Context: an optimization exercise on an open-source flow, tuned for small area. The choices shown serve that exercise and are no tape-out recipe. At most, simulation tests tie the RTL to the original design; equivalence was not proved. No functional check of the RTL was part of run 3. No driver is modelled on the clock port, so clocking that relies on it looks cheaper here than on a real chip. Power figures rest on the tool's default switching activity, not on a simulated workload.

### flow/config.mk
export PLATFORM = sky130hd
export DESIGN_NAME = encoder_trigger
export DESIGN_NICKNAME = encoder_trigger
export VERILOG_FILES = /design/flow/design.v
export SDC_FILE = /design/flow/constraint.sdc
export NUM_CORES = 4
export LEC_CHECK = 0
export ABC_AREA = 1
export CAP_MARGIN = 20
export CORE_MARGIN = 2
export CORE_UTILIZATION = 40
export CTS_BUF_LIST = sky130_fd_sc_hd__clkbuf_8
export CTS_CLUSTER_DIAMETER = 100
export CTS_CLUSTER_SIZE = 40
export SLEW_MARGIN = 20
### flow/constraint.sdc
create_clock -name core_clock -period 8.0 [get_ports {clk}]
set_input_delay 1.6000 -clock core_clock [delete_from_list [all_inputs] [get_ports {clk}]]
set_output_delay 1.6000 -clock core_clock [all_outputs]
set_load 0.01 [all_outputs]
### flow/design.v
package enc_pkg;
    localparam int cfg_w = 32;
    typedef enum logic [1:0] {
        cnt_single = 2'd0,   
        cnt_x1     = 2'd1,   
        cnt_x2     = 2'd2,   
        cnt_x4     = 2'd3    
    } cnt_mode_e;
    typedef enum logic {
        dir_forward = 1'b0,
        dir_both    = 1'b1
    } dir_mode_e;
    typedef struct packed {
        logic             en;
        logic [cfg_w-1:0] filt_time;     
        logic [cfg_w-1:0] skip_pulses;   
        cnt_mode_e        cnt_mode;
        dir_mode_e        dir_mode;
        logic [cfg_w-1:0] div;           
    } enc_cfg_t;
    typedef struct packed {
        logic a;
        logic b;
    } chan_t;
    typedef struct packed {
        logic a_rise;
        logic a_fall;
        logic b_rise;
        logic b_fall;
    } edges_t;
    typedef struct packed {
        logic up;
        logic down;
    } step_t;
endpackage
`timescale 1ns/1ps
module encoder_trigger #(
    parameter int POS_W  = 40,
    parameter int TIME_W = enc_pkg::cfg_w
) (
    input  logic                      clk,
    input  logic                      rst,
    input  logic                      cfg_en,
    input  logic [enc_pkg::cfg_w-1:0] cfg_filt_time,
    input  logic [enc_pkg::cfg_w-1:0] cfg_skip_pulses,
    input  logic [1:0]                cfg_cnt_mode,
    input  logic                      cfg_dir_mode,
    input  logic [enc_pkg::cfg_w-1:0] cfg_div,
    input  logic                      enc_a,
    input  logic                      enc_b,
    output logic                      trigger
);
    logic [1:0]        sync_a, sync_b;
    logic [TIME_W-1:0] stable_a, stable_b;
    logic              level_a, level_b;
    logic              level_a_q, level_b_q;
    always_ff @(posedge clk or posedge rst) begin
        if (rst) begin
            sync_a <= '0;
            sync_b <= '0;
        end else begin
            sync_a <= {sync_a[0], enc_a};
            sync_b <= {sync_b[0], enc_b};
        end
    end
    logic              clr_a;
    logic [TIME_W:0]   tog_sa;
    logic [TIME_W-1:0] stable_a_next;
    assign clr_a     = rst | ~cfg_en | (sync_a[0] ^ sync_a[1]);
    assign tog_sa[0] = 1'b1;
    for (genvar i = 0; i < TIME_W; i++) begin : g_sa
        assign tog_sa[i + 1]    = tog_sa[i] & stable_a[i];
        assign stable_a_next[i] = (stable_a[i] ^ tog_sa[i]) & ~clr_a;
    end
    always_ff @(posedge clk) begin
        stable_a <= stable_a_next;
    end
    logic              clr_b;
    logic [TIME_W:0]   tog_sb;
    logic [TIME_W-1:0] stable_b_next;
    assign clr_b     = rst | ~cfg_en | (sync_b[0] ^ sync_b[1]);
    assign tog_sb[0] = 1'b1;
    for (genvar i = 0; i < TIME_W; i++) begin : g_sb
        assign tog_sb[i + 1]    = tog_sb[i] & stable_b[i];
        assign stable_b_next[i] = (stable_b[i] ^ tog_sb[i]) & ~clr_b;
    end
    always_ff @(posedge clk) begin
        stable_b <= stable_b_next;
    end
    always_ff @(posedge clk or posedge rst) begin
        if (rst) begin
            level_a <= 1'b0;
            level_b <= 1'b0;
        end else begin
            if (!cfg_en || stable_a == cfg_filt_time) level_a <= sync_a[1];
            if (!cfg_en || stable_b == cfg_filt_time) level_b <= sync_b[1];
        end
    end
    always_ff @(posedge clk) begin
        level_a_q <= level_a;
        level_b_q <= level_b;
    end
    logic a_rise, a_fall, b_rise, b_fall;
    logic dec_up, dec_down;
    assign a_rise = level_a & ~level_a_q;
    assign a_fall = ~level_a & level_a_q;
    assign b_rise = level_b & ~level_b_q;
    assign b_fall = ~level_b & level_b_q;
    always_comb begin
        dec_up   = 1'b0;
        dec_down = 1'b0;
        case (cfg_cnt_mode)
            2'd0: begin
                dec_up = a_rise;
            end
            2'd1: begin
                dec_up   = a_rise & ~level_b;
                dec_down = a_rise & level_b;
            end
            2'd2: begin
                dec_up   = (a_rise & ~level_b) | (a_fall & level_b);
                dec_down = (a_rise & level_b) | (a_fall & ~level_b);
            end
            default: begin
                dec_up   = (a_rise & ~level_b) | (a_fall & level_b)
                         | (b_rise & level_a) | (b_fall & ~level_a);
                dec_down = (a_rise & level_b) | (a_fall & ~level_b)
                         | (b_rise & ~level_a) | (b_fall & level_a);
            end
        endcase
    end
    logic              skipping, tracking, gate_off;
    logic              step_up, step_down;
    logic [31:0]       cnt_a, cnt_b;
    logic [32:0]       tog_a;
    logic [32:0]       tog_b;
    logic [31:0]       sum_a, sum_b;
    logic [39:0]       dist_next;
    logic              skip_zero, div_one, a_zero, b_zero, gate_done;
    logic              go_down, hit_fwd, hit_back, fire, load_skip, keep;
    assign gate_off  = ~skipping & ~tracking;
    assign skip_zero = (cfg_skip_pulses == '0);
    assign div_one   = (cfg_div == 32'd1);
    assign a_zero    = (cnt_a == '0);
    assign b_zero    = (cnt_b == '0);
    assign gate_done = gate_off ? skip_zero : (a_zero & (b_zero | (cfg_cnt_mode == 2'd0)));
    assign go_down  = skipping | step_down;
    assign tog_a[0] = skipping ? (a_rise & ~a_zero) : (step_up | step_down);
    for (genvar i = 0; i < 32; i++) begin : g_a
        assign sum_a[i]     = cnt_a[i] ^ tog_a[i];
        assign tog_a[i + 1] = tog_a[i] & (cnt_a[i] ^ go_down);
    end
    assign tog_b[0] = skipping ? (b_rise & ~b_zero) : tog_a[32];
    for (genvar i = 0; i < 32; i++) begin : g_b
        assign sum_b[i] = cnt_b[i] ^ tog_b[i];
        if (i < 8) begin : g_dn
            assign tog_b[i + 1] = tog_b[i] & (cnt_b[i] ^ go_down);
        end else begin : g_sk
            assign tog_b[i + 1] = tog_b[i] & ~cnt_b[i];
        end
    end
    assign dist_next = {sum_b[7:0], sum_a};
    assign hit_fwd  = (dist_next == {7'd0, cfg_div, 1'b0});
    assign hit_back = (dist_next == 40'd0);
    assign fire     = tracking ? ((step_up & hit_fwd) | (step_down & cfg_dir_mode & hit_back))
                    : (gate_off & (step_up | (step_down & cfg_dir_mode)) & div_one);
    assign load_skip = cfg_en & gate_off & ~skip_zero;
    assign keep      = ~rst & cfg_en & ~gate_off & ~(skipping & gate_done) & ~(tracking & fire);
    always_ff @(posedge clk) begin
        begin
            cnt_a <= keep ? sum_a : (load_skip ? cfg_skip_pulses : cfg_div);
            cnt_b <= keep ? sum_b : (load_skip ? cfg_skip_pulses : 32'd0);
        end
    end
    always_ff @(posedge clk or posedge rst) begin
        if (rst) begin
            step_up   <= 1'b0;
            step_down <= 1'b0;
        end else if (tracking) begin
            step_up   <= dec_up & ~dec_down;
            step_down <= dec_down & ~dec_up;
        end else begin
            step_up   <= cfg_en & step_up & ~fire;
            step_down <= cfg_en & step_down & ~fire;
        end
    end
    always_ff @(posedge clk or posedge rst) begin
        if (rst) begin
            skipping <= 1'b0;
            tracking <= 1'b0;
            trigger  <= 1'b0;
        end else begin
            tracking <= cfg_en & (tracking | gate_done);
            skipping <= cfg_en & ~tracking & ~gate_done;
            trigger  <= cfg_en & fire;
        end
    end
endmodule
### flow/flow/run.sh
#!/bin/bash
# Own layout flow: the standard synthesis, then its combinational logic re-mapped by ABC
# for area (registers untouched, and the result proven equal to the standard netlist before it
# is used), then the standard layout with sky130_fd_sc_hd__buf_1 as the port buffer.
# Each tool's output goes to a log_*.log file in the work folder.
set -euo pipefail
W=$(pwd)
F=$W/flow
R=$W/orfs/results/$FLOW_PLATFORM/encoder_trigger/base
L=$W/orfs/logs/$FLOW_PLATFORM/encoder_trigger/base
export LIB=$FLOW_HOME/platforms/sky130hd/lib/sky130_fd_sc_hd__tt_025C_1v80.lib
export TOP=$FLOW_TOP
export BUFFER_PORTS_ARGS="-buffer_cell sky130_fd_sc_hd__buf_1"

bash standard.sh synth > $W/log_1_standard_synth.log 2>&1
cp $R/1_2_yosys.v $W/std_1_2_yosys.v

remap() {
    local du
    du=$(grep -m1 "^abc -script" $L/1_2_yosys.log | grep -o -- "-dont_use [A-Za-z0-9_]*" | tr '\n' ' ')
    STD_V=$W/std_1_2_yosys.v NEW_V=$W/area_1_2_yosys.v ABC_SCRIPT=$F/reabc.abc DONT_USE="$du" \
        yosys -c $F/reabc.tcl > $W/log_2_remap.log 2>&1 || return 1
    python3 $F/cut.py $W/std_1_2_yosys.v $W/cut_std.v > $W/log_3_cut.log 2>&1 || return 1
    python3 $F/cut.py $W/area_1_2_yosys.v $W/cut_area.v >> $W/log_3_cut.log 2>&1 || return 1
    IN_V=$W/cut_std.v OUT_BLIF=$W/cut_std.blif yosys -c $F/toblif.tcl > $W/log_4_blif_std.log 2>&1 || return 1
    IN_V=$W/cut_area.v OUT_BLIF=$W/cut_area.blif yosys -c $F/toblif.tcl > $W/log_4_blif_area.log 2>&1 || return 1
    yosys-abc -c "cec -n $W/cut_std.blif $W/cut_area.blif" > $W/log_5_cec.log 2>&1 || return 1
    grep -q "Networks are equivalent" $W/log_5_cec.log || return 1
    # the same registers, by name and cell type
    diff <(grep -oE "sky130_fd_sc_hd__(df|ed|sdf)[a-z0-9_]+ +[^ ]+" $W/std_1_2_yosys.v | sort) \
         <(grep -oE "sky130_fd_sc_hd__(df|ed|sdf)[a-z0-9_]+ +[^ ]+" $W/area_1_2_yosys.v | sort) > $W/log_6_regs.log 2>&1 || return 1
    return 0
}

if remap; then
    echo "using the re-mapped netlist"
    cp $W/area_1_2_yosys.v $R/1_2_yosys.v
    rm -f $R/1_synth.odb
else
    echo "re-mapping failed or was not proven; keeping the standard netlist"
fi

bash standard.sh > $W/log_7_standard_layout.log 2>&1
### flow/flow/cut.py
#!/usr/bin/env python3
"""Turn every flip-flop of a yosys-written netlist into cut points: its Q becomes an input port
and each of its other pins an output port, named after the instance, so two netlists with the
same flip-flops can be compared as combinational logic."""
import re, sys
src = open(sys.argv[1]).read()
inst_re = re.compile(r'^\s*(sky130_fd_sc_hd__(?:df|ed|sdf)\w+)\s+(\\\S+\s|\S+)\s*\((.*?)\);\s*$', re.M | re.S)
pin_re = re.compile(r'\.(\w+)\s*\(\s*(.*?)\s*\)\s*(?:,|$)', re.S)
names = {}
extra_ports, extra_decl, extra_assign = [], [], []
def repl(m):
    cell, name, body = m.group(1), m.group(2).strip(), m.group(3)
    key = re.sub(r'[^A-Za-z0-9_]', '_', name.lstrip('\\'))
    assert key not in names, key
    names[key] = 1
    for pin, net in pin_re.findall(body):
        if pin == 'CLK':
            continue
        port = f'cut_{key}_{pin}'
        extra_ports.append(port)
        if pin in ('Q', 'Q_N'):
            extra_decl.append(f'  input {port};')
            extra_assign.append(f'  assign {net} = {port} ;')
        else:
            extra_decl.append(f'  output {port};')
            extra_assign.append(f'  assign {port} = {net} ;')
    return ''
out = inst_re.sub(repl, src)
m = re.search(r'module\s+(\S+)\s*\((.*?)\);', out, re.S)
out = out[:m.end(2)] + ', ' + ', '.join(extra_ports) + out[m.end(2):]
i = out.index(';', m.start()) + 1
out = out[:i] + '\n' + '\n'.join(extra_decl) + '\n' + out[i:]
j = out.rindex('endmodule')
out = out[:j] + '\n'.join(extra_assign) + '\n' + out[j:]
open(sys.argv[2], 'w').write(out)
print(len(names), 'flip-flops cut')
### flow/flow/reabc.abc
strash
&get -n
&deepsyn -T 30
&put
strash
&get -n
&dch -f
&nf -a -R 1000
&put
strash
&get -n
&dch -f
&nf -a -R 1000
&put
### flow/flow/reabc.tcl
# re-map the combinational logic of the standard synthesis for area; registers are kept as they are
yosys -import
set lib $::env(LIB)
read_liberty -ignore_miss_func $lib
blackbox sky130_fd_sc_hd__df* sky130_fd_sc_hd__ed* sky130_fd_sc_hd__sdf* sky130_fd_sc_hd__conb_1
read_verilog $::env(STD_V)
hierarchy -top $::env(TOP)
flatten
opt_clean
abc -liberty $lib {*}$::env(DONT_USE) -script $::env(ABC_SCRIPT)
opt_clean -purge
hilomap -singleton -hicell sky130_fd_sc_hd__conb_1 HI -locell sky130_fd_sc_hd__conb_1 LO
opt_clean -purge
stat -liberty $lib
write_verilog -noattr -noexpr -nohex -nodec $::env(NEW_V)
### flow/flow/toblif.tcl
yosys -import
read_liberty -ignore_miss_func $::env(LIB)
read_verilog $::env(IN_V)
hierarchy -top $::env(TOP)
flatten
opt_clean -purge
techmap
opt_clean -purge
write_blif -gates $::env(OUT_BLIF)
### flow/standard.sh
#!/bin/bash
# synth_recipe.tcl (not shown) runs the flow's synth.tcl, then flattens the netlist and writes it again
# the make line also repeats each setting of config.mk as NAME=value (left out here)
make -C /OpenROAD-flow-scripts/flow DESIGN_CONFIG=/design/flow/config.mk WORK_HOME=/design/flow/orfs CLKGATE_MAP_FILE= SYNTH_SCRIPT=/design/flow/synth_recipe.tcl "${@:-finish}"
==> metrics.yaml, run 1 <==
pwr:
  pwr_density_cell_mw_per_mm2: 231.8
  total_leakage_power_nw: 3.449
  ir_drop_uv: 108.6
finish:
  fin_util: 0.4824
  nets: 1199
  area_growth_pct: 19.44
  fin_cells: 1342
  diodes: 0
  drive_gt1_frac: 0.07581
detailed_routing:
  drt_iter0_markers: 618
  viasPerCell: 5.648
  wl_per_cell_um: 18.26
  num_vias: 7579
  wl_um: 24510
  first_pass_iters: 5
  route.detailed.drc: 0
  antenna_left: 0
global_route:
  grt_pass1_vias: 7281
  grt.overflow.total: 0
  grt_usage: 0.2486
  grt_pass1_wl_um: 38700
  antenna_found_initial: 0
  grt_max_degree: 35
timing:
  holdWs_ps: 405.3
  max_clock_freq_ghz: 0.1337
  slew_headroom: 0.4007
  hold_violations: 0
  worstMarginPinSlew_ps: 887.4
  post-route-period-util: 0.9348
  slew_viol_final: 0
  finalCriticalPeriod_ps: 7478
  fin_skew_ps: 13.84
  final-setup-viol-count: 0
  finalSetupTns_ps: 0
worst_setup_path:
  required_ps: 8320
  r2r-end: "cnt_a[20]$_DFF_P_"
  rr_worst_depth: 27
  crit_type: "flip-flop to flip-flop"
  crit_path_max_fanout: 32
  r2r_start: "cnt_a[4]$_DFF_P_"
  start_kind: "flip-flop"
  rrSetupSlack_ps: 520
  crit_arrival_ps: 7800
  worst_setup_path_end_kind: "flip-flop"
floorplan:
  dieArea_mm2: 0.01981
  die_width_um: 140.7
  initial_core_util: 0.4039
  core.rowCount: 50
  ios: 105
  die_h_um: 140.7
  coreArea_mm2: 0.01852
logic_synthesis:
  syn_area_mm2: 0.007480
  synth_nets: 1045
  synth.avg_cell_area_um2: 7.949
  synth_cells: 941
  synth_warnings: 1
placement:
  placed_cells: 1306
  globalplace.congestion: 0.9950
  dp_hpwl_um: 19000
  port_buffers: 104
clocking:
  numClockSinks: 141
  cts_made_buffers: 17
  htree_levels: 4
  clk_pin_slew_ps: 80
  cts_root_buf: "clkbuf_8"
  clock_path_buffers: 2
  cts_tree: "built"
  clk_latency_ps: 470
min_path:
  min_path_cells: 0
  worstHoldStart: "sync_a[0]$_DFF_PP0_"
  hp-class: "flip-flop to flip-flop"
  min_to: "sync_a[1]$_DFF_PP0_"
job:
  drv_cap: 0
outcome:
  outcome: "finished clean"
## layer usage
| layer | track usage | vias to the layer above | part of all wire | wire length (um) |
|---|---|---|---|---|
| met3 | 0.05027 | 46 | 0.066 | 1622 |
| met2 | 0.4103 | 279 | 0.46 | 11200 |
| met5 | 0 | - | 0 | 0 |
| met4 | 0.08263 | 0 | 0.025 | 607 |
| li1 | - | 3735 | - | - |
| met1 | 0.3267 | 3519 | 0.45 | 11070 |
## placed cells by master, fill, tap and decap left out, types with 11 or more instances in the layout
| cell | count |
|---|---|
| o22ai_1 | 19 |
| and3_1 | 32 |
| a221oi_1 | 13 |
| nand4_1 | 15 |
| a22oi_1 | 19 |
| nand3_1 | 23 |
| xnor2_1 | 59 |
| clkinv_1 | 56 |
| dfxtp_1 | 127 |
| xor2_1 | 46 |
| clkbuf_8 | 18 |
| nor4_1 | 28 |
| buf_1 | 104 |
| o21ai_0 | 70 |
| nor3_1 | 44 |
| and2_0 | 19 |
| buf_4 | 31 |
| dfrtp_1 | 11 |
| nand2_1 | 139 |
| a21oi_1 | 64 |
| nor2_1 | 45 |
## registers in the layout, summed over array words and instances (netlist names), 2 cells and up
register and cells:
cnt_a 32, cnt_b 32, stable_a 32, stable_b 32, sync_a 2, sync_b 2
## how the worst max path moves through the flow
stage,slack (ps),start,endpoint
detailed placement,-110,cnt_a[17]$_DFF_P_,cnt_b[31]$_DFF_P_
floorplan,-30,cnt_a[16]$_DFF_P_,cnt_b[31]$_DFF_P_
global placement,120,cnt_a[17]$_DFF_P_,cnt_b[31]$_DFF_P_
finish,520,cnt_a[4]$_DFF_P_,cnt_a[20]$_DFF_P_
CTS,20,cnt_a[4]$_DFF_P_,cnt_b[31]$_DFF_P_
global route,-5,cnt_a[11]$_DFF_P_,cnt_b[30]$_DFF_P_
## critical path, stage by stage, from the launching register on
cell and delay, ps:
dfxtp_2 350, or3_1 370, or2_0 290, or4_1 470
o21ai_0 190, nand2b_1 120, o21ai_0 100, buf_4 170
nand2_1 60, xnor2_1 180, xor2_1 110, nor4_1 380
nand4_1 130, a2111oi_0 730, o311ai_0 260, a2111oi_0 450
nand4_1 190, a2111oi_0 520, nand4_1 160, nor4_1 470
nand4_1 180, o21ai_0 200, nor3b_2 290, nor2_4 160
nor2_2 110, buf_4 350, a22oi_1 160, o31ai_1 150
## layout make-up
type,count,area [um^2]
fillers,1893,9584
multi-input cells,744,4511
flip-flops and latches,141,2882
repair buffers,135,623.1
well taps,234,292.8
clock buffers,18,247.7
inverters,56,210.2
clock inverters,14,167.7
## where the power goes
part           switching (mW)  total [mW]  leakage (nW)  internal, mW
clock network           0.303       0.621         0.217         0.318
logic                   0.338       0.576          2.03         0.238
registers              0.0931       0.873          1.20         0.780
## repair_timing
item,4_1_cts,5_1_grt
pin swaps,1,2
buffers inserted,1,3
hold buffers,0,0
resized for setup,4,13
setup endpoints to repair,3,8
## metrics by stage
step	worst slack [ps]	cell area [um^2]	power, mW
6_report	521.6	8934	2.071
5_1_grt	-4.522	8934	2.188
4_1_cts	21.53	8855	2.065
3_5_place_dp	-108.8	8419	1.444
3_3_place_gp	118.2	8419	1.444
2_1_floorplan	-30.66	7516	1.236
==> run 2, diff against run 1 <==
--- a/flow/design.v
+++ b/flow/design.v
@@ -66,26 +66,34 @@
     logic              clr_a;
     logic [TIME_W:0]   tog_sa;
     logic [TIME_W-1:0] stable_a_next;
-    assign clr_a     = rst | ~cfg_en | (sync_a[0] ^ sync_a[1]);
+    assign clr_a     = ~cfg_en | (sync_a[0] ^ sync_a[1]);
     assign tog_sa[0] = 1'b1;
     for (genvar i = 0; i < TIME_W; i++) begin : g_sa
         assign tog_sa[i + 1]    = tog_sa[i] & stable_a[i];
         assign stable_a_next[i] = (stable_a[i] ^ tog_sa[i]) & ~clr_a;
     end
-    always_ff @(posedge clk) begin
-        stable_a <= stable_a_next;
+    always_ff @(posedge clk or posedge rst) begin
+        if (rst) begin
+            stable_a <= '0;
+        end else begin
+            stable_a <= stable_a_next;
+        end
     end
     logic              clr_b;
     logic [TIME_W:0]   tog_sb;
     logic [TIME_W-1:0] stable_b_next;
-    assign clr_b     = rst | ~cfg_en | (sync_b[0] ^ sync_b[1]);
+    assign clr_b     = ~cfg_en | (sync_b[0] ^ sync_b[1]);
     assign tog_sb[0] = 1'b1;
     for (genvar i = 0; i < TIME_W; i++) begin : g_sb
         assign tog_sb[i + 1]    = tog_sb[i] & stable_b[i];
         assign stable_b_next[i] = (stable_b[i] ^ tog_sb[i]) & ~clr_b;
     end
-    always_ff @(posedge clk) begin
-        stable_b <= stable_b_next;
+    always_ff @(posedge clk or posedge rst) begin
+        if (rst) begin
+            stable_b <= '0;
+        end else begin
+            stable_b <= stable_b_next;
+        end
     end
     always_ff @(posedge clk or posedge rst) begin
         if (rst) begin
@@ -96,9 +104,14 @@
             if (!cfg_en || stable_b == cfg_filt_time) level_b <= sync_b[1];
         end
     end
-    always_ff @(posedge clk) begin
-        level_a_q <= level_a;
-        level_b_q <= level_b;
+    always_ff @(posedge clk or posedge rst) begin
+        if (rst) begin
+            level_a_q <= 1'b0;
+            level_b_q <= 1'b0;
+        end else begin
+            level_a_q <= level_a;
+            level_b_q <= level_b;
+        end
     end
     logic a_rise, a_fall, b_rise, b_fall;
     logic dec_up, dec_down;
@@ -165,9 +178,12 @@
     assign fire     = tracking ? ((step_up & hit_fwd) | (step_down & cfg_dir_mode & hit_back))
                     : (gate_off & (step_up | (step_down & cfg_dir_mode)) & div_one);
     assign load_skip = cfg_en & gate_off & ~skip_zero;
-    assign keep      = ~rst & cfg_en & ~gate_off & ~(skipping & gate_done) & ~(tracking & fire);
-    always_ff @(posedge clk) begin
-        begin
+    assign keep      = cfg_en & ~gate_off & ~(skipping & gate_done) & ~(tracking & fire);
+    always_ff @(posedge clk or posedge rst) begin
+        if (rst) begin
+            cnt_a <= '0;
+            cnt_b <= '0;
+        end else begin
             cnt_a <= keep ? sum_a : (load_skip ? cfg_skip_pulses : cfg_div);
             cnt_b <= keep ? sum_b : (load_skip ? cfg_skip_pulses : 32'd0);
         end
==> metrics.yaml, run 2 <==
min_path:
  hp-class: "flip-flop to flip-flop"
  worstHoldStart: "sync_b[0]$_DFF_PP0_"
  min_to: "sync_b[1]$_DFF_PP0_"
  min_path_cells: 0
placement:
  dp_hpwl_um: 19720
  globalplace.congestion: 0.9556
  port_buffers: 104
clocking:
  postCtsSetupRepairBufs: 0
  clk_pin_slew_ps: 90
  clock_path_buffers: 2
  cts_made_buffers: 17
  htree_levels: 4
  cts_tree: "built"
  cts_hold_buffers: 0
  numClockSinks: 141
  cts_root_buf: "clkbuf_8"
  clk_latency_ps: 460
pwr:
  ir_drop_uv: 124.4
  total_power_mw: 1.935
  pwr_density_cell_mw_per_mm2: 206.4
  total_leakage_power_nw: 3.692
finish:
  area_growth_pct: 16.70
  nets: 1148
  diodes: 0
  drive_gt1_frac: 0.05866
  final_cell_mix: "dfrtp_1, buf_1, nand2_1"
  final_common_cell: "dfrtp_1"
  fillers: 1953
timing:
  slew_viol_final: 0
  finalCriticalPeriod_ps: 7396
  max_clock_freq_ghz: 0.1352
  slew_headroom: 0.3572
  hold_violations: 0
  final-setup-viol-count: 0
  rsz0062_at_grt: "false"
  post-route-period-util: 0.9245
  finalSetupTns_ps: 0
  fin_skew_ps: 15.01
  worstMarginPinSlew_ps: 964.2
floorplan:
  die_h_um: 145.7
  initial_core_util: 0.4101
  coreArea_mm2: 0.01959
  die_width_um: 145.7
  core.rowCount: 51
  dieArea_mm2: 0.02123
  ios: 105
global_route:
  grt_max_degree: 78
  grt_pass1_wl_um: 40620
  grt_pass1_vias: 7468
  grt_usage: 0.2443
  grt.overflow.total: 0
  antenna_found_initial: 0
worst_setup_path:
  rrSetupSlack_ps: 600
  start_kind: "flip-flop"
  crit_path_max_fanout: 26
  crit_buf_inv: 3
  crit_type: "flip-flop to flip-flop"
  r2r-end: "cnt_a[14]$_DFF_PP0_"
  max_stage_delay_ps: 540
  required_ps: 8350
  r2r_start: "cnt_a[30]$_DFF_PP0_"
  crit_arrival_ps: 7740
  worst_setup_path_end_kind: "flip-flop"
  rr_worst_depth: 36
  critPathSlowestCell: "nor4_1"
  crit_family: "simple AND/OR/NAND/NOR gates"
detailed_routing:
  num_vias: 7725
  antenna_left: 0
  first_pass_iters: 5
  wl_per_cell_um: 19.52
  route.detailed.drc: 0
  viasPerCell: 5.843
  wl_um: 25810
  drt_iter0_markers: 570
job:
  drv_cap: 0
logic_synthesis:
  syn_area_mm2: 0.008034
  synth_warnings: 1
  synth_cells: 908
  synth.avg_cell_area_um2: 8.848
  synth_nets: 1012
outcome:
  outcome: "finished clean"
-- run 2: power by group --
group          switching, mW  total [mW]  internal, mW  leakage [nW]
clock                  0.305       0.664         0.358         0.216
combinational          0.259       0.420         0.160          1.62
sequential            0.0796       0.852         0.772          1.85
total                  0.645        1.94          1.29          3.69
-- run 2: worst max-delay path by stage --
stage,startpoint,endpoint,cells after the start
CTS,cnt_a[28]$_DFF_PP0_,cnt_b[24]$_DFF_PP0_,37
finish,cnt_a[30]$_DFF_PP0_,cnt_a[14]$_DFF_PP0_,36
global route,cnt_a[30]$_DFF_PP0_,cnt_a[23]$_DFF_PP0_,34
detailed placement,cnt_a[28]$_DFF_PP0_,cnt_b[30]$_DFF_PP0_,37
floorplan,skipping$_DFF_PP0_,cnt_a[0]$_DFF_PP0_,29
global placement,cnt_a[28]$_DFF_PP0_,cnt_b[31]$_DFF_PP0_,38
-- run 2: routing by layer --
layer,vias up,track usage,routed length (um)
li1,3632,-,-
met5,-,0,0
met2,346,0.3870,11890
met3,48,0.05580,1914
met4,0,0.08431,715
met1,3699,0.3307,11290
-- run 2: cell type report --
type	count	area, um^2	area share
clock buffers	19	261.5	0.02789
clock inverters	13	188.9	0.02015
inverters	57	222.7	0.02376
multi-input cells	710	4350	0.4640
flip-flops and latches	141	3532	0.3768
well taps	265	331.6	0.03537
repair buffers	117	488.0	0.05205
-- run 2: through the flow --
stage	cell area (um^2)	cells	util	hold slack [ps]	setup WS [ps]
after floorplan	8036	908	-	372.7	68.43
after global placement	8869	1290	0.4527	391.4	233.9
after detailed placement	8869	1290	0.4527	392.8	47.66
after CTS	9321	1322	0.4758	411.2	79.63
after global routing	9375	1322	0.4786	419.0	12.47
final	9375	1322	0.4786	407.9	604.3
-- run 2: repair_timing --
action	CTS	global route
resized for setup	1	17
hold endpoints to repair	0	0
pin swaps	0	0
setup endpoints to repair	2	39
==> run 3, diff against run 2 <==
--- a/flow/design.v
+++ b/flow/design.v
@@ -149,11 +149,11 @@
     logic [32:0]       tog_b;
     logic [31:0]       sum_a, sum_b;
     logic [39:0]       dist_next;
-    logic              skip_zero, div_one, a_zero, b_zero, gate_done;
-    logic              go_down, hit_fwd, hit_back, fire, load_skip, keep;
+    logic [39:0]       div_ext;
+    logic              skip_zero, a_zero, b_zero, gate_done;
+    logic              go_down, hit_fwd, hit_back, fire, load, keep;
     assign gate_off  = ~skipping & ~tracking;
     assign skip_zero = (cfg_skip_pulses == '0);
-    assign div_one   = (cfg_div == 32'd1);
     assign a_zero    = (cnt_a == '0);
     assign b_zero    = (cnt_b == '0);
     assign gate_done = gate_off ? skip_zero : (a_zero & (b_zero | (cfg_cnt_mode == 2'd0)));
@@ -173,19 +173,19 @@
         end
     end
     assign dist_next = {sum_b[7:0], sum_a};
-    assign hit_fwd  = (dist_next == {7'd0, cfg_div, 1'b0});
-    assign hit_back = (dist_next == 40'd0);
-    assign fire     = tracking ? ((step_up & hit_fwd) | (step_down & cfg_dir_mode & hit_back))
-                    : (gate_off & (step_up | (step_down & cfg_dir_mode)) & div_one);
-    assign load_skip = cfg_en & gate_off & ~skip_zero;
-    assign keep      = cfg_en & ~gate_off & ~(skipping & gate_done) & ~(tracking & fire);
+    assign div_ext   = {8'd0, cfg_div};
+    assign hit_fwd  = (dist_next == div_ext);
+    assign hit_back = (dist_next + div_ext) == 40'd0;
+    assign fire     = ~skipping & ((step_up & hit_fwd) | (step_down & cfg_dir_mode & hit_back));
+    assign load = cfg_en & gate_off;
+    assign keep = cfg_en & ~gate_off & ~(skipping & gate_done) & ~(tracking & fire);
     always_ff @(posedge clk or posedge rst) begin
         if (rst) begin
             cnt_a <= '0;
             cnt_b <= '0;
         end else begin
-            cnt_a <= keep ? sum_a : (load_skip ? cfg_skip_pulses : cfg_div);
-            cnt_b <= keep ? sum_b : (load_skip ? cfg_skip_pulses : 32'd0);
+            cnt_a <= ({32{load}} & cfg_skip_pulses) | ({32{keep}} & sum_a);
+            cnt_b <= ({32{load}} & cfg_skip_pulses) | ({32{keep}} & sum_b);
         end
     end
     always_ff @(posedge clk or posedge rst) begin
--- a/flow/config.mk
+++ b/flow/config.mk
@@ -9,7 +9,4 @@
 export CAP_MARGIN = 20
 export CORE_MARGIN = 2
 export CORE_UTILIZATION = 40
-export CTS_BUF_LIST = sky130_fd_sc_hd__clkbuf_8
-export CTS_CLUSTER_DIAMETER = 100
-export CTS_CLUSTER_SIZE = 40
 export SLEW_MARGIN = 20
==> metrics.yaml, run 3 <==
outcome:
  outcome: "finished clean"
worst_setup_path:
  cp.depth: 47
  crit_type: "flip-flop to flip-flop"
  crit_end: "cnt_b[31]$_DFF_PP0_"
  r2r_start: "skipping$_DFF_PP0_"
  worst_setup_path_end_kind: "flip-flop"
  required_ps: 8290
  r2r-end: "cnt_b[31]$_DFF_PP0_"
  crit_path_max_fanout: 5
  critPathSlowestCell: "or4_4"
  rr_worst_depth: 47
  start_kind: "flip-flop"
  max_stage_delay_ps: 460
  rrSetupSlack_ps: 550
  startpoint: "skipping$_DFF_PP0_"
  crit_family: "simple AND/OR/NAND/NOR gates"
  crit_buf_inv: 1
  crit_arrival_ps: 7740
timing:
  post-route-period-util: 0.9318
  slew_headroom: 0.3690
  finalSetupTns_ps: 0
  slew_viol_final: 0
  finalWorstSetupSlack_ps: 545.7
  finalCriticalPeriod_ps: 7454
  holdWs_ps: 391.1
  max_clock_freq_ghz: 0.1342
  worstMarginPinSlew_ps: 945.9
  final-setup-viol-count: 0
  fin_skew_ps: 7.403
  hold_violations: 0
placement:
  dpl_cell_area_mm2: 0.009149
  placed_cells: 1326
  port_buffers: 104
  dp_hpwl_um: 18840
  globalplace.congestion: 0.9041
  pre_cts_ws_ps: -240.7
clocking:
  clock_path_buffers: 2
  cts_root_buf: "clkbuf_16"
  htree_levels: 4
  clk_latency_ps: 430
  cts_hold_buffers: 0
  cts_made_buffers: 17
  cts_tree: "built"
  clk_pin_slew_ps: 60
  numClockSinks: 141
floorplan:
  core.rowCount: 52
  ios: 105
  initial_core_util: 0.4075
  coreArea_mm2: 0.02023
  die_width_um: 147.6
  dieArea_mm2: 0.02178
  die_h_um: 147.6
detailed_routing:
  num_vias: 7669
  wl_per_cell_um: 18.14
  viasPerCell: 5.614
  wl_um: 24780
  first_pass_iters: 6
  drt_iter0_markers: 591
  antenna_left: 0
  route.detailed.drc: 0
finish:
  multi_input_area_mm2: 0.004649
  fillers: 1934
  fin_cells: 1366
  nets: 1187
  regArea_mm2: 0.003530
  final_common_cell: "dfrtp_1"
  final_cell_mix: "dfrtp_1, o21ai_0, buf_1"
  diodes: 0
  drive_gt1_frac: 0.07573
  area_growth_pct: 20.64
  final_cell_area_mm2: 0.009947
  fin_util: 0.4916
global_route:
  grt_usage: 0.2325
  grt.overflow.total: 0
  antenna_found_initial: 0
  grt_pass1_wl_um: 39260
  grt_max_degree: 98
  grt_pass1_vias: 7297
logic_synthesis:
  synth_cells: 933
  synth.avg_cell_area_um2: 8.838
  synth_nets: 1037
  synth_warnings: 1
  syn_area_mm2: 0.008245
pwr:
  sw_frac_of_total: 0.2684
  p_int_mw: 1.395
  total_power_mw: 1.907
  share_comb_of_total_power: 0.132
  seqPwrFrac: 0.403
  p_switching_uw: 511.8
  ir_drop_uv: 137.6
  pwr_density_cell_mw_per_mm2: 191.7
  power_frac_clock: 0.465
  total_leakage_power_nw: 4.027
job:
  drv_cap: 0
min_path:
  hp-class: "flip-flop to flip-flop"
-- run 3: changes by cell type in the layout (fill, tap and decap cells not counted), sizes merged, moves of 8 or more --
cell,delta
o21ai,+36
xnor2,+30
o211ai,-22
nand2,-18
xor2,+17
buf,+14
nor2,+14
a21oi,-11
nand3,-11
o221ai,-9
clkinv,-8
nor2b,+8
o2111ai,+8
-- run 3: layout make-up --
type / count / share of cell area
clock inverters: 13 / 0.02138
multi-input cells: 745 / 0.4674
flip-flops and latches: 141 / 0.3548
clock buffers: 19 / 0.04453
inverters: 47 / 0.01824
repair buffers: 131 / 0.05962
well taps: 270 / 0.03396
-- run 3: repair_timing --
item	in CTS	in global routing
pin swaps	1	6
endpoints found under the setup margin	5	9
resized for setup	5	21
buffers inserted	0	8
-- run 3: power by group through the flow --
stage          clock network (mW)  registers, mW  logic (mW)
4_1_cts                     0.895          0.767       0.248
6_report                    0.888          0.768       0.251
5_1_grt                     0.927          0.771       0.281
3_3_place_gp                    0          0.778       0.246
2_1_floorplan                   0          0.774       0.159
3_5_place_dp                    0          0.779       0.246
-- run 3: worst min path at each step --
stage                                   start             endpoint  cells past startpoint
after floorplan           sync_a[0]$_DFF_PP0_  sync_a[1]$_DFF_PP0_                      0
after global placement    sync_a[0]$_DFF_PP0_  sync_a[1]$_DFF_PP0_                      0
after detailed placement  sync_a[0]$_DFF_PP0_  sync_a[1]$_DFF_PP0_                      0
after CTS                 sync_a[0]$_DFF_PP0_  sync_a[1]$_DFF_PP0_                      0
after global routing      sync_a[0]$_DFF_PP0_  sync_a[1]$_DFF_PP0_                      0
final                     sync_a[0]$_DFF_PP0_  sync_a[1]$_DFF_PP0_                      0
-- run 3: worst register-to-register path, delay by kind of cell, from the launching register on --
family,cells,cell delay (ps)
and+or+nand+nor,35,5170
AOI/OAI and AO/OA,11,1680
DFF,1,380
buffers and inverters,1,90
-- run 3: layer usage --
layer | vias up | part of all wire | GRT usage
li1 | 3672 | - | -
met1 | 3682 | 0.46 | 0.3366
met2 | 264 | 0.45 | 0.3505
met3 | 51 | 0.059 | 0.03333
met4 | 0 | 0.030 | 0.09519
met5 | - | 0 | 0
==> run 4, diff against run 3 <==
--- a/flow/design.v
+++ b/flow/design.v
@@ -66,34 +66,26 @@
     logic              clr_a;
     logic [TIME_W:0]   tog_sa;
     logic [TIME_W-1:0] stable_a_next;
-    assign clr_a     = ~cfg_en | (sync_a[0] ^ sync_a[1]);
+    assign clr_a     = rst | ~cfg_en | (sync_a[0] ^ sync_a[1]);
     assign tog_sa[0] = 1'b1;
     for (genvar i = 0; i < TIME_W; i++) begin : g_sa
         assign tog_sa[i + 1]    = tog_sa[i] & stable_a[i];
         assign stable_a_next[i] = (stable_a[i] ^ tog_sa[i]) & ~clr_a;
     end
-    always_ff @(posedge clk or posedge rst) begin
-        if (rst) begin
-            stable_a <= '0;
-        end else begin
-            stable_a <= stable_a_next;
-        end
+    always_ff @(posedge clk) begin
+        stable_a <= stable_a_next;
     end
     logic              clr_b;
     logic [TIME_W:0]   tog_sb;
     logic [TIME_W-1:0] stable_b_next;
-    assign clr_b     = ~cfg_en | (sync_b[0] ^ sync_b[1]);
+    assign clr_b     = rst | ~cfg_en | (sync_b[0] ^ sync_b[1]);
     assign tog_sb[0] = 1'b1;
     for (genvar i = 0; i < TIME_W; i++) begin : g_sb
         assign tog_sb[i + 1]    = tog_sb[i] & stable_b[i];
         assign stable_b_next[i] = (stable_b[i] ^ tog_sb[i]) & ~clr_b;
     end
-    always_ff @(posedge clk or posedge rst) begin
-        if (rst) begin
-            stable_b <= '0;
-        end else begin
-            stable_b <= stable_b_next;
-        end
+    always_ff @(posedge clk) begin
+        stable_b <= stable_b_next;
     end
     always_ff @(posedge clk or posedge rst) begin
         if (rst) begin
@@ -104,14 +96,9 @@
             if (!cfg_en || stable_b == cfg_filt_time) level_b <= sync_b[1];
         end
     end
-    always_ff @(posedge clk or posedge rst) begin
-        if (rst) begin
-            level_a_q <= 1'b0;
-            level_b_q <= 1'b0;
-        end else begin
-            level_a_q <= level_a;
-            level_b_q <= level_b;
-        end
+    always_ff @(posedge clk) begin
+        level_a_q <= level_a;
+        level_b_q <= level_b;
     end
     logic a_rise, a_fall, b_rise, b_fall;
     logic dec_up, dec_down;
@@ -149,11 +136,11 @@
     logic [32:0]       tog_b;
     logic [31:0]       sum_a, sum_b;
     logic [39:0]       dist_next;
-    logic [39:0]       div_ext;
-    logic              skip_zero, a_zero, b_zero, gate_done;
-    logic              go_down, hit_fwd, hit_back, fire, load, keep;
+    logic              skip_zero, div_one, a_zero, b_zero, gate_done;
+    logic              go_down, hit_fwd, hit_back, fire, load_skip, keep;
     assign gate_off  = ~skipping & ~tracking;
     assign skip_zero = (cfg_skip_pulses == '0);
+    assign div_one   = (cfg_div == 32'd1);
     assign a_zero    = (cnt_a == '0);
     assign b_zero    = (cnt_b == '0);
     assign gate_done = gate_off ? skip_zero : (a_zero & (b_zero | (cfg_cnt_mode == 2'd0)));
@@ -173,19 +160,16 @@
         end
     end
     assign dist_next = {sum_b[7:0], sum_a};
-    assign div_ext   = {8'd0, cfg_div};
-    assign hit_fwd  = (dist_next == div_ext);
-    assign hit_back = (dist_next + div_ext) == 40'd0;
-    assign fire     = ~skipping & ((step_up & hit_fwd) | (step_down & cfg_dir_mode & hit_back));
-    assign load = cfg_en & gate_off;
-    assign keep = cfg_en & ~gate_off & ~(skipping & gate_done) & ~(tracking & fire);
-    always_ff @(posedge clk or posedge rst) begin
-        if (rst) begin
-            cnt_a <= '0;
-            cnt_b <= '0;
-        end else begin
-            cnt_a <= ({32{load}} & cfg_skip_pulses) | ({32{keep}} & sum_a);
-            cnt_b <= ({32{load}} & cfg_skip_pulses) | ({32{keep}} & sum_b);
+    assign hit_fwd  = (dist_next == {7'd0, cfg_div, 1'b0});
+    assign hit_back = (dist_next == 40'd0);
+    assign fire     = tracking ? ((step_up & hit_fwd) | (step_down & cfg_dir_mode & hit_back))
+                    : (gate_off & (step_up | (step_down & cfg_dir_mode)) & div_one);
+    assign load_skip = cfg_en & gate_off & ~skip_zero;
+    assign keep      = ~rst & cfg_en & ~gate_off & ~(skipping & gate_done) & ~(tracking & fire);
+    always_ff @(posedge clk) begin
+        begin
+            cnt_a <= keep ? sum_a : (load_skip ? cfg_skip_pulses : cfg_div);
+            cnt_b <= keep ? sum_b : (load_skip ? cfg_skip_pulses : 32'd0);
         end
     end
     always_ff @(posedge clk or posedge rst) begin
==> flow/flow/run.sh (replaced) <==
#!/bin/bash
# Own layout flow: the standard synthesis, then its combinational logic re-mapped by ABC
# for area (registers untouched; each re-mapped netlist must be proven equal to the standard
# one, and the smallest proven one is used), then the standard layout with
# sky130_fd_sc_hd__buf_1 as the port buffer and, if flow/mycts.env is there, a hand-built
# clock tree (flow/mycts.tcl). Each tool's output goes to a log_*.log file in
# the work folder.
set -euo pipefail
W=$(pwd)
F=$W/flow
R=$W/orfs/results/$FLOW_PLATFORM/encoder_trigger/base
L=$W/orfs/logs/$FLOW_PLATFORM/encoder_trigger/base
export LIB=$FLOW_HOME/platforms/sky130hd/lib/sky130_fd_sc_hd__tt_025C_1v80.lib
export TOP=$FLOW_TOP
export BUFFER_PORTS_ARGS="-buffer_cell sky130_fd_sc_hd__buf_1"
# the clock tree: flow/mycts.tcl builds it when flow/mycts.env asks for it
if [[ -f $F/mycts.env ]]; then
    source $F/mycts.env
    export PRE_CTS_TCL=$F/mycts.tcl MYCTS_GX MYCTS_GY MYCTS_LEAF MYCTS_ROOT
fi

bash standard.sh synth > $W/log_1_standard_synth.log 2>&1
cp $R/1_2_yosys.v $W/std_1_2_yosys.v
python3 $F/cut.py $W/std_1_2_yosys.v $W/cut_std.v > $W/log_3_cut_std.log 2>&1
IN_V=$W/cut_std.v OUT_BLIF=$W/cut_std.blif yosys -c $F/toblif.tcl > $W/log_4_blif_std.log 2>&1
DU=$(grep -m1 "^abc -script" $L/1_2_yosys.log | grep -o -- "-dont_use [A-Za-z0-9_]*" | tr '\n' ' ')

# one re-mapping: $1 its number, $2 the deepsyn seed, $3 an extra ABC step
remap() {
    local k=$1
    sed -e "s/@SEED@/$2/" -e "s/@EXTRA@/$3/" $F/reabc.abc > $W/reabc_$k.abc
    STD_V=$W/std_1_2_yosys.v NEW_V=$W/area_$k.v ABC_SCRIPT=$W/reabc_$k.abc DONT_USE="$DU" \
        yosys -c $F/reabc.tcl > $W/log_2_remap_$k.log 2>&1 || return 1
    python3 $F/cut.py $W/area_$k.v $W/cut_area_$k.v > $W/log_3_cut_$k.log 2>&1 || return 1
    IN_V=$W/cut_area_$k.v OUT_BLIF=$W/cut_area_$k.blif yosys -c $F/toblif.tcl > $W/log_4_blif_$k.log 2>&1 || return 1
    yosys-abc -c "cec -n $W/cut_std.blif $W/cut_area_$k.blif" > $W/log_5_cec_$k.log 2>&1 || return 1
    grep -q "Networks are equivalent" $W/log_5_cec_$k.log || return 1
    # the same registers, by name and cell type
    diff <(grep -oE "sky130_fd_sc_hd__(df|ed|sdf)[a-z0-9_]+ +[^ ]+" $W/std_1_2_yosys.v | sort) \
         <(grep -oE "sky130_fd_sc_hd__(df|ed|sdf)[a-z0-9_]+ +[^ ]+" $W/area_$k.v | sort) > $W/log_6_regs_$k.log 2>&1 || return 1
    grep "Chip area" $W/log_2_remap_$k.log | awk '{print $NF}' > $W/area_$k.txt
}

remap 1 1 "" &
remap 2 7 "" &
remap 3 3 "amap -m\nstrash" &
remap 4 5 "amap -m\nstrash" &
wait || true

best=""
for k in 1 2 3 4; do
    if [[ -s $W/area_$k.txt ]]; then
        a=$(cat $W/area_$k.txt)
        echo "re-mapping $k: area $a, proven equal"
        if [[ -z $best ]] || awk "BEGIN{exit !($a < $(cat $W/area_$best.txt))}"; then best=$k; fi
    else
        echo "re-mapping $k: failed or not proven"
    fi
done
if [[ -n $best ]]; then
    echo "using re-mapping $best"
    cp $W/area_$best.v $R/1_2_yosys.v
    rm -f $R/1_synth.odb
else
    echo "keeping the standard netlist"
fi

bash standard.sh > $W/log_7_standard_layout.log 2>&1
==> flow/flow/reabc.abc (replaced) <==
strash
&get -n
&deepsyn -T 30 -S @SEED@
&put
strash
&get -n
&dch -f
&nf -a -R 1000
&put
strash
@EXTRA@
&get -n
&dch -f
&nf -a -R 1000
&put
--- a/flow/config.mk
+++ b/flow/config.mk
@@ -8,5 +8,9 @@
 export ABC_AREA = 1
 export CAP_MARGIN = 20
 export CORE_MARGIN = 2
-export CORE_UTILIZATION = 40
+export CORE_UTILIZATION = 65
+export CTS_BUF_LIST = sky130_fd_sc_hd__clkbuf_8
+export CTS_CLUSTER_DIAMETER = 100
+export CTS_CLUSTER_SIZE = 40
+export PLACE_DENSITY = 0.8
 export SLEW_MARGIN = 20
==> metrics.yaml, run 4 <==
outcome:
  outcome: "complete, but fails checks"
  so.violations: "negative setup slack"
finish:
  drive_gt1_frac: 0.1256
  fin_util: 0.8254
  nets: 1190
  final_cell_area_mm2: 0.009065
  fillers: 709
  final_common_cell: "dfxtp_1"
  diodes: 0
  fin_cells: 1239
  final_cell_mix: "dfxtp_1, buf_1, nand2_1"
  area_growth_pct: 22.51
pwr:
  total_power_mw: 1.990
  total_leakage_power_nw: 3.206
  ir_drop_uv: 160.8
  pwr_density_cell_mw_per_mm2: 219.5
worst_setup_path:
  crit_path_max_fanout: 5
  startpoint: "cnt_a[14]$_DFF_P_"
  crit_buf_inv: 0
  crit_family: "simple AND/OR/NAND/NOR gates"
  crit_end: "cnt_b[31]$_DFF_P_"
  rrSetupSlack_ps: -90
  r2r-end: "cnt_b[31]$_DFF_P_"
  rr_worst_depth: 42
  r2r_start: "cnt_a[14]$_DFF_P_"
  crit_type: "flip-flop to flip-flop"
  cp.depth: 42
  max_stage_delay_ps: 440
  worst_setup_path_end_kind: "flip-flop"
  critPathSlowestCell: "or4_4"
  start_kind: "flip-flop"
  required_ps: 8360
  crit_arrival_ps: 8450
logic_synthesis:
  synth_cells: 899
  synth.avg_cell_area_um2: 8.231
  synth_warnings: 1
  synth_nets: 1003
  syn_area_mm2: 0.007400
job:
  drv_cap: 0
timing:
  holdWs_ps: 399.4
  slew_headroom: 0.3381
  finalWorstSetupSlack_ps: -88.70
  worstMarginPinSlew_ps: 990.4
  max_clock_freq_ghz: 0.1236
  final-setup-viol-count: 1
  post-route-period-util: 1.011
  rsz0062_at_grt: "true"
  finalCriticalPeriod_ps: 8089
  slew_viol_final: 0
  hold_violations: 0
  fin_skew_ps: 13.47
  finalSetupTns_ps: -88.70
floorplan:
  coreArea_mm2: 0.01098
  ios: 105
  dieArea_mm2: 0.01225
  die_width_um: 110.7
  core.rowCount: 38
  initial_core_util: 0.6737
  die_h_um: 110.7
clocking:
  clk_latency_ps: 470
  clk_pin_slew_ps: 80
  cts_tree: "built"
  numClockSinks: 141
  cts_hold_buffers: 0
  cts_made_buffers: 17
detailed_routing:
  antenna_left: 0
  drt_iter0_markers: 799
  num_vias: 8032
  viasPerCell: 6.483
  first_pass_iters: 8
  wl_um: 24470
  route.detailed.drc: 0
  wl_per_cell_um: 19.75
global_route:
  grt_pass1_vias: 7528
  antenna_found_initial: 0
  grt.overflow.total: 0
  grt_usage: 0.3782
  grt_max_degree: 47
  grt_pass1_wl_um: 36870
placement:
  pre_cts_ws_ps: -295.8
  placed_cells: 1181
  globalplace.congestion: 1.009
  port_buffers: 104
  dp_hpwl_um: 17570
  dpl_cell_area_mm2: 0.008407
min_path:
  hp-class: "flip-flop to flip-flop"
## run 4: area by class of cell
type                    instances  area (um^2)  area share
flip-flops and latches        141         2889      0.3187
clock buffers                  20        275.3     0.03037
multi-input cells             709         4569      0.5041
repair buffers                168        883.3     0.09745
clock inverters                12        88.84    0.009800
inverters                      49        183.9     0.02029
well taps                     140        175.2     0.01932
## run 4: worst min path at each step
stage	end	slack (ps)	cells after the start	start
floorplan	sync_a[1]$_DFF_PP0_	370	0	sync_a[0]$_DFF_PP0_
global placement	sync_a[1]$_DFF_PP0_	380	0	sync_a[0]$_DFF_PP0_
detailed placement	sync_a[1]$_DFF_PP0_	380	0	sync_a[0]$_DFF_PP0_
CTS	sync_a[1]$_DFF_PP0_	400	0	sync_a[0]$_DFF_PP0_
global route	sync_a[1]$_DFF_PP0_	430	0	sync_a[0]$_DFF_PP0_
finish	sync_a[1]$_DFF_PP0_	400	0	sync_a[0]$_DFF_PP0_
## run 4: worst reg2reg max path, delay by kind of cell (launching register included)
| kind | cells | cell delay, ps |
|---|---|---|
| and+or+nand+nor | 33 | 6170 |
| AOI/OAI and AO/OA | 9 | 1480 |
| DFF | 1 | 340 |
## run 4: power by group
| part | switching (mW) | total, mW | internal, mW |
|---|---|---|---|
| logic | 0.353 | 0.594 | 0.241 |
| registers | 0.0882 | 0.869 | 0.781 |
| clock network | 0.287 | 0.527 | 0.240 |
## run 4: repair_timing
action | in CTS | in global routing
gates resized for setup | 3 | 23
setup endpoints to repair | 3 | 38
setup buffers | 3 | 23
pin swaps | 5 | 22
## run 4: routing by layer
layer  wire [um]  GRT usage
met5           0          0
met4        1896     0.2500
met3        2216    0.08584
met2       11400     0.6319
met1        8955     0.4337
==> run 5, diff against run 4 <==
--- a/flow/flow/run.sh
+++ b/flow/flow/run.sh
@@ -2,8 +2,7 @@
 # Own layout flow: the standard synthesis, then its combinational logic re-mapped by ABC
 # for area (registers untouched; each re-mapped netlist must be proven equal to the standard
 # one, and the smallest proven one is used), then the standard layout with
-# sky130_fd_sc_hd__buf_1 as the port buffer and, if flow/mycts.env is there, a hand-built
-# clock tree (flow/mycts.tcl). Each tool's output goes to a log_*.log file in
+# sky130_fd_sc_hd__buf_1 as the port buffer. Each tool's output goes to a log_*.log file in
 # the work folder.
 set -euo pipefail
 W=$(pwd)
@@ -13,11 +12,6 @@
 export LIB=$FLOW_HOME/platforms/sky130hd/lib/sky130_fd_sc_hd__tt_025C_1v80.lib
 export TOP=$FLOW_TOP
 export BUFFER_PORTS_ARGS="-buffer_cell sky130_fd_sc_hd__buf_1"
-# the clock tree: flow/mycts.tcl builds it when flow/mycts.env asks for it
-if [[ -f $F/mycts.env ]]; then
-    source $F/mycts.env
-    export PRE_CTS_TCL=$F/mycts.tcl MYCTS_GX MYCTS_GY MYCTS_LEAF MYCTS_ROOT
-fi
 
 bash standard.sh synth > $W/log_1_standard_synth.log 2>&1
 cp $R/1_2_yosys.v $W/std_1_2_yosys.v
--- a/flow/config.mk
+++ b/flow/config.mk
@@ -8,9 +8,8 @@
 export ABC_AREA = 1
 export CAP_MARGIN = 20
 export CORE_MARGIN = 2
-export CORE_UTILIZATION = 65
+export CORE_UTILIZATION = 40
 export CTS_BUF_LIST = sky130_fd_sc_hd__clkbuf_8
 export CTS_CLUSTER_DIAMETER = 100
 export CTS_CLUSTER_SIZE = 40
-export PLACE_DENSITY = 0.8
 export SLEW_MARGIN = 20
==> metrics.yaml, run 5 <==
min_path:
  min_to: "sync_a[1]$_DFF_PP0_"
  hp-class: "flip-flop to flip-flop"
  worstHoldStart: "sync_a[0]$_DFF_PP0_"
  min_path_cells: 0
pwr:
  sw_frac_of_total: 0.3614
  p_switching_uw: 727.8
  pwr_density_cell_mw_per_mm2: 219.5
  p_int_mw: 1.286
  share_comb_of_total_power: 0.280
  power_frac_clock: 0.288
  seqPwrFrac: 0.432
  ir_drop_uv: 117.9
  total_power_mw: 2.014
  total_leakage_power_nw: 3.227
clocking:
  clk_pin_slew_ps: 90
  clk_latency_ps: 480
  cts_made_buffers: 17
  htree_levels: 4
  cts_root_buf: "clkbuf_8"
  clock_path_buffers: 2
  cts_tree: "built"
  numClockSinks: 141
detailed_routing:
  wl_um: 23600
  route.detailed.drc: 0
  wl_per_cell_um: 17.80
  antenna_left: 0
  first_pass_iters: 22
  viasPerCell: 5.575
  num_vias: 7392
  drt_iter0_markers: 733
logic_synthesis:
  synth_cells: 899
  synth_nets: 1003
  synth_warnings: 1
  syn_area_mm2: 0.007400
  synth.avg_cell_area_um2: 8.231
worst_setup_path:
  rrSetupSlack_ps: 200
  required_ps: 8370
  cpMostUsedCell: "nand2_2"
  r2r-end: "cnt_b[30]$_DFF_P_"
  max_stage_delay_ps: 430
  worst_setup_path_end_kind: "flip-flop"
  crit_type: "flip-flop to flip-flop"
  r2r_start: "cnt_a[10]$_DFF_P_"
  critPathSlowestCell: "or4_4"
  crit_path_max_fanout: 4
  rr_worst_depth: 43
  start_kind: "flip-flop"
  crit_arrival_ps: 8180
job:
  drv_cap: 0
finish:
  drive_gt1_frac: 0.1285
  final_cell_mix: "dfxtp_1, buf_1, nand2_1"
  area_growth_pct: 23.98
  final_common_cell: "dfxtp_1"
  fin_util: 0.5072
  final_cell_area_mm2: 0.009174
  diodes: 0
  nets: 1188
global_route:
  grt_pass1_vias: 6722
  grt_max_degree: 44
  grt.overflow.total: 0
  use_met1: 0.3482
  grt_use_met3: 0.05333
  grt_pass1_wl_um: 36250
  top_usage_layer: "met1"
  grt_use_met2: 0.3440
  antenna_found_initial: 0
  grt_usage: 0.2370
timing:
  fin_skew_ps: 16.80
  rsz0062_at_grt: "true"
  finalSetupTns_ps: 0
  finalCriticalPeriod_ps: 7805
  slew_viol_final: 0
  post-route-period-util: 0.9756
  final-setup-viol-count: 0
  slew_headroom: 0.4335
  max_clock_freq_ghz: 0.1281
  hold_violations: 0
  worstMarginPinSlew_ps: 842.0
placement:
  port_buffers: 104
  globalplace.congestion: 0.9351
  dpl_cell_area_mm2: 0.008513
  dp_hpwl_um: 18190
floorplan:
  ios: 105
  dieArea_mm2: 0.01960
  initial_core_util: 0.4091
  die_width_um: 140.0
  core.rowCount: 49
  coreArea_mm2: 0.01809
  die_h_um: 140.0
outcome:
  outcome: "finished clean"
-- run 5: cell count changes in the layout (fill, tap and decap cells not counted), moves of 2 or more --
cell	delta
nand2_1	-2
dfxtp_1	-2
clkinvlp_4	-3
clkinv_4	+2
buf_4	-2
dfxtp_2	+2
-- run 5: layout make-up --
type,count,area (um^2)
clock inverters,13,130.1
clock buffers,19,261.5
inverters,49,183.9
fillers,1768,8912
multi-input cells,709,4557
flip-flops and latches,141,2892
well taps,229,286.5
repair buffers,166,863.3
-- run 5: layer usage --
metal,wire (um),vias to the layer above
li1,-,3670
met1,11400,3426
met4,426,0
met5,0,-
met3,1786,31
met2,9992,265
-- run 5: worst max-delay path: cells and delay by family, from the launching register on --
| kind | cells | cell delay (ps) |
|---|---|---|
| AO/OA/AOI/OAI | 10 | 1500 |
| AND/OR/NAND/NOR | 32 | 5700 |
| buffers and inverters | 1 | 160 |
| flip-flops | 1 | 340 |
-- run 5: power groups by stage --
stage	logic (mW)	clock network [mW]	registers (mW)
final	0.565	0.579	0.870
after floorplan	0.337	0	0.869
after detailed placement	0.528	0	0.877
after global placement	0.531	0	0.875
after CTS	0.532	0.587	0.861
after global routing	0.616	0.617	0.879
-- run 5: how the worst max path moves through the flow --
stage	end	cells past startpoint	from	slack, ps
floorplan	cnt_b[31]$_DFF_P_	39	step_down$_DFF_PP0_	-140
global placement	cnt_b[31]$_DFF_P_	42	cnt_a[10]$_DFF_P_	80
detailed placement	cnt_b[31]$_DFF_P_	42	cnt_a[10]$_DFF_P_	-140
CTS	cnt_b[31]$_DFF_P_	42	cnt_a[10]$_DFF_P_	20
global route	cnt_b[31]$_DFF_P_	42	cnt_a[10]$_DFF_P_	-290
finish	cnt_b[30]$_DFF_P_	43	cnt_a[10]$_DFF_P_	200
-- run 5: metrics by stage --
stage	setup slack (ps)	hold WS, ps	instances
5_1_grt	-290.2	411.7	1326
2_1_floorplan	-139.8	372.7	899
3_5_place_dp	-135.6	384.5	1271
6_report	195.3	399.0	1326
3_3_place_gp	80.09	385.0	1271
4_1_cts	16.88	402.7	1304
-- run 5: what timing repair did --
item,in CTS,in global routing
gates cloned,0,0
buffers inserted,1,21
hold buffers,0,0
pin swaps,1,13
resized for setup,0,27
endpoints found under the setup margin,2,16
==> run 6, diff against run 5 <==
--- a/flow/design.v
+++ b/flow/design.v
@@ -66,26 +66,34 @@
     logic              clr_a;
     logic [TIME_W:0]   tog_sa;
     logic [TIME_W-1:0] stable_a_next;
-    assign clr_a     = rst | ~cfg_en | (sync_a[0] ^ sync_a[1]);
+    assign clr_a     = ~cfg_en | (sync_a[0] ^ sync_a[1]);
     assign tog_sa[0] = 1'b1;
     for (genvar i = 0; i < TIME_W; i++) begin : g_sa
         assign tog_sa[i + 1]    = tog_sa[i] & stable_a[i];
         assign stable_a_next[i] = (stable_a[i] ^ tog_sa[i]) & ~clr_a;
     end
-    always_ff @(posedge clk) begin
-        stable_a <= stable_a_next;
+    always_ff @(posedge clk or posedge rst) begin
+        if (rst) begin
+            stable_a <= '0;
+        end else begin
+            stable_a <= stable_a_next;
+        end
     end
     logic              clr_b;
     logic [TIME_W:0]   tog_sb;
     logic [TIME_W-1:0] stable_b_next;
-    assign clr_b     = rst | ~cfg_en | (sync_b[0] ^ sync_b[1]);
+    assign clr_b     = ~cfg_en | (sync_b[0] ^ sync_b[1]);
     assign tog_sb[0] = 1'b1;
     for (genvar i = 0; i < TIME_W; i++) begin : g_sb
         assign tog_sb[i + 1]    = tog_sb[i] & stable_b[i];
         assign stable_b_next[i] = (stable_b[i] ^ tog_sb[i]) & ~clr_b;
     end
-    always_ff @(posedge clk) begin
-        stable_b <= stable_b_next;
+    always_ff @(posedge clk or posedge rst) begin
+        if (rst) begin
+            stable_b <= '0;
+        end else begin
+            stable_b <= stable_b_next;
+        end
     end
     always_ff @(posedge clk or posedge rst) begin
         if (rst) begin
@@ -96,9 +104,14 @@
             if (!cfg_en || stable_b == cfg_filt_time) level_b <= sync_b[1];
         end
     end
-    always_ff @(posedge clk) begin
-        level_a_q <= level_a;
-        level_b_q <= level_b;
+    always_ff @(posedge clk or posedge rst) begin
+        if (rst) begin
+            level_a_q <= 1'b0;
+            level_b_q <= 1'b0;
+        end else begin
+            level_a_q <= level_a;
+            level_b_q <= level_b;
+        end
     end
     logic a_rise, a_fall, b_rise, b_fall;
     logic dec_up, dec_down;
@@ -165,9 +178,12 @@
     assign fire     = tracking ? ((step_up & hit_fwd) | (step_down & cfg_dir_mode & hit_back))
                     : (gate_off & (step_up | (step_down & cfg_dir_mode)) & div_one);
     assign load_skip = cfg_en & gate_off & ~skip_zero;
-    assign keep      = ~rst & cfg_en & ~gate_off & ~(skipping & gate_done) & ~(tracking & fire);
-    always_ff @(posedge clk) begin
-        begin
+    assign keep      = cfg_en & ~gate_off & ~(skipping & gate_done) & ~(tracking & fire);
+    always_ff @(posedge clk or posedge rst) begin
+        if (rst) begin
+            cnt_a <= '0;
+            cnt_b <= '0;
+        end else begin
             cnt_a <= keep ? sum_a : (load_skip ? cfg_skip_pulses : cfg_div);
             cnt_b <= keep ? sum_b : (load_skip ? cfg_skip_pulses : 32'd0);
         end
==> metrics.yaml, run 6 <==
min_path:
  worstHoldStart: "sync_b[0]$_DFF_PP0_"
  hp-class: "flip-flop to flip-flop"
  min_path_cells: 0
  min_to: "sync_b[1]$_DFF_PP0_"
logic_synthesis:
  synth_nets: 976
  synth.avg_cell_area_um2: 9.173
  synth_cells: 872
  synth_warnings: 1
  syn_area_mm2: 0.007999
finish:
  final_common_cell: "dfrtp_1"
  final_cell_mix: "dfrtp_1, buf_1, a21oi_1"
  fillers: 1909
  diodes: 0
  drive_gt1_frac: 0.09990
  area_growth_pct: 20.30
  nets: 1142
outcome:
  outcome: "finished clean"
floorplan:
  ios: 105
  die_h_um: 145.4
  coreArea_mm2: 0.01953
  dieArea_mm2: 0.02114
  die_width_um: 145.4
  core.rowCount: 51
  initial_core_util: 0.4097
worst_setup_path:
  r2r-end: "cnt_b[31]$_DFF_PP0_"
  worst_setup_path_end_kind: "flip-flop"
  cpMostUsedCell: "a21oi_2"
  start_kind: "flip-flop"
  max_stage_delay_ps: 440
  crit_path_max_fanout: 4
  rrSetupSlack_ps: 450
  crit_arrival_ps: 7950
  critPathSlowestCell: "or3_4"
  rr_worst_depth: 41
  required_ps: 8400
  r2r_start: "cnt_a[10]$_DFF_PP0_"
  crit_type: "flip-flop to flip-flop"
timing:
  fin_skew_ps: 12.37
  finalCriticalPeriod_ps: 7547
  slew_viol_final: 0
  slew_headroom: 0.4142
  final-setup-viol-count: 0
  max_clock_freq_ghz: 0.1325
  finalWorstSetupSlack_ps: 453.3
  post-route-period-util: 0.9433
  worstMarginPinSlew_ps: 878.2
  hold_violations: 0
  holdWs_ps: 417.1
detailed_routing:
  num_vias: 7667
  wl_per_cell_um: 19.00
  first_pass_iters: 6
  dr_wl_met2_um: 11440
  highest_layer: "met4"
  wl_met1_um: 10970
  antenna_left: 0
  viasPerCell: 5.826
  route.detailed.drc: 0
  route.met3.wl_um: 1699
  wl_um: 25010
  drt_iter0_markers: 567
global_route:
  antenna_found_initial: 0
  grt_pass1_vias: 7226
  grt_pass1_wl_um: 39130
  grt_max_degree: 77
  grt_usage: 0.2360
  grt.overflow.total: 0
clocking:
  cts_root_buf: "clkbuf_8"
  clock_path_buffers: 2
  clk_pin_slew_ps: 90
  clk_latency_ps: 470
  cts_hold_buffers: 0
  cts_made_buffers: 17
  cts_tree: "built"
  numClockSinks: 141
  htree_levels: 4
pwr:
  total_leakage_power_nw: 3.821
  pwr_density_cell_mw_per_mm2: 194.8
  ir_drop_uv: 111.4
placement:
  pre_cts_ws_ps: -193.2
  port_buffers: 104
  globalplace.congestion: 0.9208
  dp_hpwl_um: 18760
job:
  drv_cap: 0
## run 6: how the worst max path moves through the flow
stage | startpoint | to | slack (ps) | cells past startpoint
floorplan | cnt_a[2]$_DFF_PP0_ | cnt_b[31]$_DFF_PP0_ | -80 | 41
finish | cnt_a[10]$_DFF_PP0_ | cnt_b[31]$_DFF_PP0_ | 450 | 41
global route | cnt_a[4]$_DFF_PP0_ | cnt_b[31]$_DFF_PP0_ | -50 | 41
CTS | cnt_a[4]$_DFF_PP0_ | cnt_b[31]$_DFF_PP0_ | 70 | 41
detailed placement | cnt_a[4]$_DFF_PP0_ | cnt_b[31]$_DFF_PP0_ | -190 | 41
global placement | cnt_a[10]$_DFF_PP0_ | cnt_b[31]$_DFF_PP0_ | 70 | 41
## run 6: what timing repair did
action                                  4_1_cts  5_1_grt
resized for setup                             6       25
endpoints found under the hold margin         0        0
pin swaps                                     1       17
endpoints found under the setup margin        2       64
setup buffers                                 1       19
## run 6: worst max-delay path: cells and delay by family (launching register included)
kind | cells | cell delay, ps
flip-flops | 1 | 390
AO/OA/AOI/OAI | 14 | 2080
buffers and inverters | 1 | 50
AND/OR/NAND/NOR | 26 | 4980
## run 6: routing by layer
metal  global-route usage  vias to the layer above
li1                     -                     3635
met1               0.3170                     3660
met2               0.3730                      302
met3              0.05455                       70
met4              0.09020                        0
met5                    0                        -
## run 6: final cells by class
class                      instances  area [um^2]  share of cell area
multi-input combinational        682         4462              0.4637
sequential                       141         3528              0.3667
timing repair buffer             147        716.9             0.07450
tap                              265        331.6             0.03446
clock buffer                      21        289.0             0.03004
inverter                          49        188.9             0.01963
clock inverter                    11        106.4             0.01105
## run 6: metrics by stage
stage	instance area (um^2)	power [mW]	cells	TNS (ps)	utilization
after floorplan	8051	1.127	872	-76.52	-
after global placement	8960	1.285	1264	0	0.4589
after detailed placement	8960	1.284	1264	-262.9	0.4589
after CTS	9400	1.864	1297	0	0.4814
after global routing	9623	1.972	1316	-46.70	0.4928
final	9623	1.875	1316	0	0.4928
## run 6: where the power goes
group	leakage [nW]	switching (mW)	internal, mW
Sequential	1.84	0.0823	0.772
Clock	0.201	0.297	0.281
Combinational	1.78	0.260	0.182
Total	3.82	0.639	1.24

## separate check: timing with driven ports
No port has a modelled driver above. Below, the same layouts with a new extraction and two added sets of constraints.
Step 1: set_driving_cell puts a clkbuf_16 on clk and a buf_2 on each other input, an assumption about the parent block.
Step 2 times the ports against the registers' clock, not the clock port: input delays grow and output delays shrink by t, the midpoint of the rising clock arrivals with the driver on.
Slacks: no drivers / after step 1 / after step 2; pairs: no drivers / after step 1.
run	shift t [ns]	setup WS [ns]	latest minus earliest clock arrival (ns)	worst register clock-pin slew, ns
run 1	0.500	0.522 / 0.522 / 0.522	0.014 / 0.014	0.09 / 0.09
run 2	0.494	0.604 / 0.604 / 0.604	0.016 / 0.017	0.09 / 0.09
run 3	0.472	0.546 / 0.546 / 0.546	0.008 / 0.007	0.06 / 0.06
run 4	0.500	-0.089 / -0.089 / -0.089	0.014 / 0.014	0.09 / 0.09
run 5	0.510	0.195 / 0.195 / 0.195	0.017 / 0.017	0.09 / 0.09
run 6	0.502	0.453 / 0.453 / 0.453	0.014 / 0.014	0.09 / 0.09
